This design comes from an exercise in tuning for small area and a short achievable clock period on the open sky130 flow, not from production work.
The RTL was checked by simulation tests, not by an equivalence proof against the original design.
Power and IR drop assume default switching activity.

Setup of trial 10:
==> flow/design.v <==
`timescale 1ns/1ps
module inst_decoder (
    input  logic [31:0] inst,
    output logic [4:0]  alu_op,
    output logic [4:0]  rd,
    output logic [4:0]  rs1,
    output logic [4:0]  rs2,
    output logic        has_rd,
    output logic        has_rs2
);
    logic [2:0] f3;
    assign f3 = inst[14:12];
    always_comb begin
        case (f3)
            3'h0: alu_op[3:0] = {3'b000, inst[30] & inst[5]};
            3'h1: alu_op[3:0] = 4'd2;
            3'h2: alu_op[3:0] = 4'd3;
            3'h3: alu_op[3:0] = 4'd4;
            3'h4: alu_op[3:0] = 4'd5;
            3'h5: alu_op[3:0] = {3'b011, inst[30]};
            3'h6: alu_op[3:0] = 4'd8;
            default: alu_op[3:0] = 4'd9;
        endcase
        alu_op[4] = !inst[5];
    end
    assign has_rd  = inst[4] || !inst[5];
    assign has_rs2 = inst[5];
    assign rd      = inst[11:7];
    assign rs1     = inst[19:15];
    assign rs2     = inst[24:20];
endmodule
module issue_check (
    input  logic [31:0] inst,
    input  logic        inst_valid,
    input  logic [3:0]  busy,
    input  logic [19:0] dst,         
    output logic        issue_ok,
    output logic [3:0]  fire
);
    logic       opc_ok, f7_mid, a, b;
    logic [2:0] f3;
    logic [1:0] cls;
    logic [3:0] sel;
    logic [3:0] hit;
    logic       waw;
    assign opc_ok = inst[1] && inst[0] && !inst[2] && !inst[3] && !inst[6];
    assign cls    = inst[5:4];      
    assign f3     = inst[14:12];
    assign f7_mid = !(inst[31] || inst[29] || inst[28] || inst[27] || inst[26]);
    assign a      = inst[30];
    assign b      = inst[25];
    always_comb begin
        sel = '0;
        case (cls)
            2'b11: begin
                sel[0] = f7_mid && !b && (!a || f3 == 3'h0 || f3 == 3'h5);
                sel[2] = f7_mid && !a && b && !f3[2];
                sel[3] = f7_mid && !a && b && f3[2];
            end
            2'b01: begin
                sel[0] = (f3 == 3'h1) ? (f7_mid && !a && !b) :
                         (f3 == 3'h5) ? (f7_mid && !b) : 1'b1;
            end
            2'b00: sel[1] = !(f3 == 3'h3 || f3 == 3'h6 || f3 == 3'h7);
            default: sel[1] = !f3[2] && !(f3[1] && f3[0]);
        endcase
        sel = sel & {4{opc_ok}};
    end
    always_comb begin
        for (int u = 0; u < 4; u++) begin
            hit[u] = busy[u] && (|dst[5*u +: 5]) && (dst[5*u +: 5] == inst[11:7]);
        end
    end
    assign waw      = (inst[4] || !inst[5]) && (|hit);
    assign issue_ok = |(sel & ~busy) && !waw;
    assign fire     = {4{inst_valid && !waw}} & sel & ~busy;
endmodule
`timescale 1ns/1ps
`timescale 1ns/1ps
module read_dispatch (
    input  logic [3:0]   r1,
    input  logic [3:0]   r2,
    input  logic [4:0]   op_alu,
    input  logic [3:0]   op_mem,
    input  logic [1:0]   op_mul,
    input  logic [1:0]   op_div,
    input  logic [19:0]  s1,         
    input  logic [19:0]  s2,
    output logic [3:0]   rg,
    output logic [18:0]  read
);
    logic [3:0] rreq;
    assign rreq  = r1 & r2;
    assign rg[0] = rreq[0];
    assign rg[1] = rreq[1] && !rreq[0];
    assign rg[2] = rreq[2] && !rreq[1] && !rreq[0];
    assign rg[3] = rreq[3] && !rreq[2] && !rreq[1] && !rreq[0];
    assign read[18]    = |rreq;
    assign read[17]    = rg[3];
    assign read[16]    = rg[1] || rg[2];
    assign read[15]    = rg[0] || rg[2];
    assign read[14:10] = ({5{rg[0]}} & op_alu) | ({5{rg[1]}} & {1'b0, op_mem}) |
                         ({5{rg[2]}} & {3'b000, op_mul}) | ({5{rg[3]}} & {3'b000, op_div});
    assign read[9:5]   = ({5{rg[0]}} & s1[4:0])   | ({5{rg[1]}} & s1[9:5]) |
                         ({5{rg[2]}} & s1[14:10]) | ({5{rg[3]}} & s1[19:15]);
    assign read[4:0]   = ({5{rg[0]}} & s2[4:0])   | ({5{rg[1]}} & s2[9:5]) |
                         ({5{rg[2]}} & s2[14:10]) | ({5{rg[3]}} & s2[19:15]);
endmodule
`timescale 1ns/1ps
module writeback_select (
    input  logic [3:0]   done,
    input  logic [3:0]   r1,
    input  logic [3:0]   r2,
    input  logic [15:0]  m1,
    input  logic [15:0]  m2,
    input  logic [19:0]  dst,        
    output logic [3:0]   wg,
    output logic [8:0]   wb
);
    logic [3:0] war;
    logic [3:0] wreq;
    always_comb begin
        for (int u = 0; u < 4; u++) begin
            war[u] = 1'b0;
            for (int j = 0; j < 4; j++) begin
                if (j != u) war[u] = war[u] || (r1[j] && m1[4*j+u]) || (r2[j] && m2[4*j+u]);
            end
        end
    end
    assign wreq  = done & ~war;
    assign wg[0] = wreq[0];
    assign wg[1] = wreq[1] && !wreq[0];
    assign wg[2] = wreq[2] && !wreq[1] && !wreq[0];
    assign wg[3] = wreq[3] && !wreq[2] && !wreq[1] && !wreq[0];
    assign wb[8]   = |wreq;
    assign wb[7]   = wg[3];
    assign wb[6]   = wg[1] || wg[2];
    assign wb[5]   = wg[0] || wg[2];
    assign wb[4:0] = ({5{wg[0]}} & dst[4:0])   | ({5{wg[1]}} & dst[9:5]) |
                     ({5{wg[2]}} & dst[14:10]) | ({5{wg[3]}} & dst[19:15]);
endmodule
`timescale 1ns/1ps
module sb_top (
    input  logic        clk,
    input  logic        rst,
    input  logic        inst_valid,
    input  logic [31:0] inst,
    input  logic [3:0]  fu_done,      
    output logic        issue_ok,
    output logic [18:0] read,
    output logic [8:0]  wb
);
    localparam int N = 4;
    logic [4:0] alu_op;
    logic [4:0] rd, rs1, rs2;
    logic       has_rd, has_rs2;
    logic [N-1:0]        busy_q;
    logic [N-1:0]        done_q;
    logic [N-1:0]        r1_q;       
    logic [N-1:0]        r2_q;
    logic [N-1:0]        w1_q;       
    logic [N-1:0]        w2_q;
    logic [N-1:0][4:0]   dst_q;
    logic [N-1:0][4:0]   s1_q;
    logic [N-1:0][4:0]   s2_q;
    logic [N-1:0][N-1:0] m1_q;       
    logic [N-1:0][N-1:0] m2_q;
    logic [4:0]          op_alu_q;
    logic [3:0]          op_mem_q;
    logic [1:0]          op_mul_q;
    logic [1:0]          op_div_q;
    logic [N-1:0] dnz, e1, e2, f1, f2, fire;
    logic [N-1:0] rg, wg, wake1, wake2;
    logic         w1_new, w2_new, rdnz;
    inst_decoder decoder_i (
        .inst    (inst),
        .alu_op  (alu_op),
        .rd      (rd),
        .rs1     (rs1),
        .rs2     (rs2),
        .has_rd  (has_rd),
        .has_rs2 (has_rs2)
    );
    issue_check issue_i (
        .inst       (inst),
        .inst_valid (inst_valid),
        .busy       (busy_q),
        .dst        (dst_q),
        .issue_ok   (issue_ok),
        .fire       (fire)
    );
    read_dispatch read_i (
        .r1     (r1_q),
        .r2     (r2_q),
        .op_alu (op_alu_q),
        .op_mem (op_mem_q),
        .op_mul (op_mul_q),
        .op_div (op_div_q),
        .s1     (s1_q),
        .s2     (s2_q),
        .rg     (rg),
        .read   (read)
    );
    writeback_select wb_i (
        .done (done_q),
        .r1   (r1_q),
        .r2   (r2_q),
        .m1   (m1_q),
        .m2   (m2_q),
        .dst  (dst_q),
        .wg   (wg),
        .wb   (wb)
    );
    assign rdnz = has_rd && (|rd);
    always_comb begin
        for (int u = 0; u < N; u++) begin
            dnz[u] = |dst_q[u];
            e1[u]  = dnz[u] && (dst_q[u] == rs1);
            e2[u]  = dnz[u] && (dst_q[u] == rs2) && has_rs2;
            f1[u]  = rdnz && (s1_q[u] == rd);
            f2[u]  = rdnz && (s2_q[u] == rd);
        end
    end
    always_comb begin
        for (int j = 0; j < N; j++) begin
            wake1[j] = 1'b0;
            wake2[j] = 1'b0;
            for (int u = 0; u < N; u++) begin
                if (u != j) begin
                    wake1[j] = wake1[j] || (wg[u] && m1_q[j][u]);
                    wake2[j] = wake2[j] || (wg[u] && m2_q[j][u]);
                end
            end
            wake1[j] = wake1[j] && w1_q[j];
            wake2[j] = wake2[j] && w2_q[j];
        end
    end
    assign w1_new = |(busy_q & e1 & ~wg);
    assign w2_new = |(busy_q & e2 & ~wg);
    always_ff @(posedge clk or posedge rst) begin
        if (rst) begin
            busy_q <= '0;
            done_q <= '0;
            r1_q   <= '0;
            r2_q   <= '0;
        end else begin
            for (int j = 0; j < N; j++) begin
                if (busy_q[j]) begin
                    busy_q[j] <= !wg[j];
                    done_q[j] <= !wg[j] && (done_q[j] || fu_done[j]);
                    r1_q[j]   <= !wg[j] && ((r1_q[j] && !rg[j]) || wake1[j]);
                    r2_q[j]   <= !wg[j] && ((r2_q[j] && !rg[j]) || wake2[j]);
                end else begin
                    busy_q[j] <= fire[j];
                    done_q[j] <= 1'b0;
                    r1_q[j]   <= fire[j] && !w1_new;
                    r2_q[j]   <= fire[j] && !w2_new;
                end
            end
        end
    end
    always_ff @(posedge clk) begin
        for (int j = 0; j < N; j++) begin
            if (busy_q[j]) begin
                w1_q[j] <= w1_q[j] && !wake1[j];
                w2_q[j] <= w2_q[j] && !wake2[j];
                for (int u = 0; u < N; u++) begin
                    if (u != j && !busy_q[u]) begin
                        m1_q[j][u] <= f1[j];
                        m2_q[j][u] <= f2[j];
                    end
                end
            end else begin
                w1_q[j]  <= w1_new;
                w2_q[j]  <= w2_new;
                dst_q[j] <= has_rd ? rd : 5'd0;
                s1_q[j]  <= rs1;
                s2_q[j]  <= has_rs2 ? rs2 : 5'd0;
                for (int u = 0; u < N; u++) begin
                    if (u != j) begin
                        m1_q[j][u] <= e1[u];
                        m2_q[j][u] <= e2[u];
                    end
                end
            end
        end
        if (!busy_q[0]) op_alu_q <= alu_op;
        if (!busy_q[1]) op_mem_q <= {inst[14:12], inst[5]};
        if (!busy_q[2]) op_mul_q <= inst[13:12];
        if (!busy_q[3]) op_div_q <= inst[13:12];
    end
endmodule
clock: 5.5 ns
lec_check: 0
cap_margin: 20
core_margin: 2
core_utilization: 40
setup_slack_margin: 2.0
slew_margin: 20
run.sh (not shown) runs the stock make flow with config.mk's settings and CLKGATE_MAP_FILE= SYNTH_SCRIPT=/design/flow/synth_recipe.tcl, a recipe that flattens the netlist after the stock synthesis.
For trial 56, these inputs were changed with respect to trial 10:
--- a/flow/design.v
+++ b/flow/design.v
@@ -159,6 +159,5 @@
     logic [N-1:0]        r1_q;       
     logic [N-1:0]        r2_q;
-    logic [N-1:0]        w1_q;       
-    logic [N-1:0]        w2_q;
+    logic [N-1:0]        took_q;     
     logic [N-1:0][4:0]   dst_q;
     logic [N-1:0][4:0]   s1_q;
@@ -232,6 +231,6 @@
                 end
             end
-            wake1[j] = wake1[j] && w1_q[j];
-            wake2[j] = wake2[j] && w2_q[j];
+            wake1[j] = wake1[j] && !r1_q[j] && !took_q[j];
+            wake2[j] = wake2[j] && !r2_q[j] && !took_q[j];
         end
     end
@@ -263,6 +262,5 @@
         for (int j = 0; j < N; j++) begin
             if (busy_q[j]) begin
-                w1_q[j] <= w1_q[j] && !wake1[j];
-                w2_q[j] <= w2_q[j] && !wake2[j];
+                took_q[j] <= took_q[j] || rg[j];
                 for (int u = 0; u < N; u++) begin
                     if (u != j && !busy_q[u]) begin
@@ -272,6 +270,5 @@
                 end
             end else begin
-                w1_q[j]  <= w1_new;
-                w2_q[j]  <= w2_new;
+                took_q[j] <= 1'b0;
                 dst_q[j] <= has_rd ? rd : 5'd0;
                 s1_q[j]  <= rs1;
==> run notes <==
Every stage of the flow completed for trial 56, and the final layout passed the timing, design-rule and antenna checks.
The worst setup slack number comes out higher for trial 56 vs trial 10.
Measured against each other, trial 10 and trial 56 differ in synthesized cell count, the lower figure coming from trial 56.
Diff trial 10 -> trial 56 | count of clock-buffer cells in the layout | down by a little under 10%
Flip-flop and latch count, trial 10 and trial 56, higher one = trial 10.
From trial 10 to trial 56 the numbers moved as follows: share of power burned in registers fell 4.0 points, average size of a mapped cell climbed 0.15 um^2, portion of the clock cycle consumed by the worst path in the final layout moved down, synthesized area down 4.1%.
Trial 56: layout overhead on the synthesized area is 7.4 points higher than what trial 10 reported.
Trial 56 — depth of the critical timing path with buffers and inverters included 1 lower, trial 10 as reference

==> what the ideal ports hide <==
Ports are ideal in the flow. The routed layouts listed here were re-timed in OpenROAD. Step 1 (the two cells are an assumption about what drives the block):
set clk [get_ports {clk}]
set_driving_cell -lib_cell sky130_fd_sc_hd__clkbuf_16 $clk
set_driving_cell -lib_cell sky130_fd_sc_hd__buf_2 [delete_from_list [all_inputs] $clk]
Step 2 times the ports against the registers' clock, not the clock port: input delays grow and output delays shrink by t, the midpoint of the rising clock arrivals with the driver on. a / b / c = ideal ports / drivers / drivers and shift; a / b = the first two.
run | t (ns) | setup slack, ns | hold slack, ns | worst slew at a driven data input, ns | pins driven straight from the clock port
trial 10 | 0.460 | 1.751 / 1.712 / 1.712 | 0.476 / 0.476 / 0.476 | 0.05 | 1
trial 56 | 0.467 | 1.920 / 1.880 / 1.896 | 0.512 / 0.512 / 0.512 | 0.04 | 1
After both steps setup and hold are still met in every run listed. The setup slack of trial 10, which loses most, moves by -0.039 ns with the drivers and by -0.039 ns with both steps.
